What follows belongs to an exercise in optimizing a design on an open flow for small area and a short achievable clock period; a production flow would make more cautious choices.

== maple ==
## inv_shift_sub_stage
module inv_shift_sub_stage #(
    parameter int TAG_W = 4
) (
    input  logic             CLK,
    input  logic             RST_N,
    input  logic             IN_VALID,
    output logic             IN_READY,
    input  logic [0:127]     IN,
    input  logic [TAG_W-1:0] IN_TAG,
    output logic             OUT_VALID,
    input  logic             OUT_READY,
    output logic [0:127]     OUT,
    output logic [TAG_W-1:0] OUT_TAG
);
    localparam int NEN = 16;           
    logic [NEN:0]      en;      
    logic              v1;
    logic [TAG_W-1:0]  tag1;
    logic [15:0][11:0] s1;      
    logic [15:0][11:0] s1_d;
    logic [15:0][7:0]  s2;      
    logic [15:0][7:0]  s2_d;
    g_ready u_ready (.out_valid(OUT_VALID), .out_ready(OUT_READY), .ready(IN_READY));
    for (genvar e = 0; e <= NEN; e++) begin : g_en
        g_ready u_en (.out_valid(OUT_VALID), .out_ready(OUT_READY), .ready(en[e]));
    end
    for (genvar k = 0; k < 16; k++) begin : g_byte
        localparam int COL = k / 4;
        localparam int ROW = k % 4;
        localparam int SRC = 4 * ((COL - ROW + 4) % 4) + ROW;
        logic [7:0]  x;
        logic [11:0] o1;
        logic [7:0]  r;
        logic [3:0]  t;
        logic [7:0]  y;
        assign x = IN[8*SRC +: 8];
        logic p8; g_xor u_p8 (.a(x[0]), .b(x[1]), .y(p8));
        logic p9; g_xor u_p9 (.a(x[2]), .b(x[5]), .y(p9));
        logic p10; g_xor u_p10 (.a(x[6]), .b(x[7]), .y(p10));
        logic p11; g_xor u_p11 (.a(x[2]), .b(x[3]), .y(p11));
        logic p12; g_xor u_p12 (.a(x[1]), .b(x[4]), .y(p12));
        logic p13; g_xor u_p13 (.a(x[3]), .b(x[5]), .y(p13));
        logic p14; g_xor u_p14 (.a(p8), .b(p9), .y(p14));
        logic p15; g_xor u_p15 (.a(x[0]), .b(x[4]), .y(p15));
        logic p16; g_xor u_p16 (.a(p8), .b(x[4]), .y(p16));
        logic p17; g_xor u_p17 (.a(p10), .b(p11), .y(p17));
        logic p18; g_xor u_p18 (.a(x[0]), .b(x[5]), .y(p18));
        logic p19; g_xor u_p19 (.a(p12), .b(p13), .y(p19));
        logic p20; g_xor u_p20 (.a(p13), .b(x[6]), .y(p20));
        logic p21; g_xor u_p21 (.a(p9), .b(p10), .y(p21));
        logic p22; g_xor u_p22 (.a(p14), .b(x[6]), .y(p22));
        logic p23; g_xor u_p23 (.a(x[1]), .b(x[2]), .y(p23));
        logic p24; g_xor u_p24 (.a(p8), .b(x[3]), .y(p24));
        logic p25; g_xor u_p25 (.a(p11), .b(x[1]), .y(p25));
  ...
clock: 5.0 ns
lec_check: 0
cap_margin: 20
core_margin: 2
core_utilization: 22
place_density: 0.3
setup_slack_margin: 2.5
slew_margin: 20
synth_hierarchical: 1
tns_end_percent: 0
standard.sh (not shown) runs the stock make flow with config.mk's settings and CLKGATE_MAP_FILE= SYNTH_SCRIPT=/design/flow/synth_recipe.tcl, a recipe that flattens the netlist after the stock synthesis.
==> flow/flow/run.sh <==
#!/bin/bash
set -euo pipefail
bash standard.sh BUFFER_PORTS_ARGS="-buffer_cell sky130_fd_sc_hd__buf_2" finish > run_make.log 2>&1
Input-level comparison between onyx and maple:
-- flow/design.v --
<<< maple, line 28
    output logic [TAG_W-1:0] OUT_TAG
);
    localparam int NEN = 16;           
    logic [NEN:0]      en;      
    logic              v1;
>>> onyx, line 28
    output logic [TAG_W-1:0] OUT_TAG
);
    localparam int NEN = 4;           
    logic [NEN:0]      en;      
    logic              v1;
<<< maple, line 37
    logic [15:0][7:0]  s2_d;
    g_ready u_ready (.out_valid(OUT_VALID), .out_ready(OUT_READY), .ready(IN_READY));
    for (genvar e = 0; e <= NEN; e++) begin : g_en
        g_ready u_en (.out_valid(OUT_VALID), .out_ready(OUT_READY), .ready(en[e]));
    end
    for (genvar k = 0; k < 16; k++) begin : g_byte
>>> onyx, line 37
    logic [15:0][7:0]  s2_d;
    g_ready u_ready (.out_valid(OUT_VALID), .out_ready(OUT_READY), .ready(IN_READY));
    logic en_root;
    g_ready u_en_root (.out_valid(OUT_VALID), .out_ready(OUT_READY), .ready(en_root));
    for (genvar e = 0; e <= NEN; e++) begin : g_en
        g_ready u_en (.out_valid(OUT_VALID), .out_ready(en_root), .ready(en[e]));
    end
    for (genvar k = 0; k < 16; k++) begin : g_byte
Findings:
The final layouts of maple and onyx pass the timing, DRC and antenna checks.
onyx ends up with lower minimum setup slack in the final design than maple does.
Delta (onyx minus maple): routed wire length on met2 went down 5.4%; die height held; met1 usage in global routing held.
Going from maple to onyx, quantity of gates resized following cts shrank by more than half.
Of onyx and maple, it is onyx that has the higher fraction of met3 tracks used by global routing.
Diff maple -> onyx: synthesized cell count dropped 11; post-synthesis instance area barely changed.
Relative to maple, flip-flop and latch share of the layout cell area has gone up in onyx.
No functional check of the RTL was part of any run of this note.

static timing again, ports no longer ideal:
How much do the figures lean on ideal ports? The routed layouts below were timed once more, with nothing changed but the port constraints. Step 1, drivers: a clkbuf_16 drives CLK and a buf_2 each remaining input, both assumed. Step 2 adds t to the input delays and takes it off the output delays; t is the mean of the earliest and latest rising clock arrival at the registers after step 1. Input paths then give back, and output paths get back, about the clock's delay inside the block. Slacks: no drivers / after step 1 / after step 2; pairs: no drivers / after step 1.
| run | t (ns) | slack for setup (ns) | worst hold slack (ns) |
|---|---|---|---|
| maple | 0.672 | 2.479 / 2.430 / 1.877 | 0.423 / 0.423 / 0.423 |
| onyx | 0.678 | 2.422 / 2.422 / 1.830 | 0.421 / 0.421 / 0.421 |
After both steps setup and hold are still met in every run listed. The setup slack of maple, which loses most, moves by -0.049 ns with the drivers and by -0.602 ns with both steps.
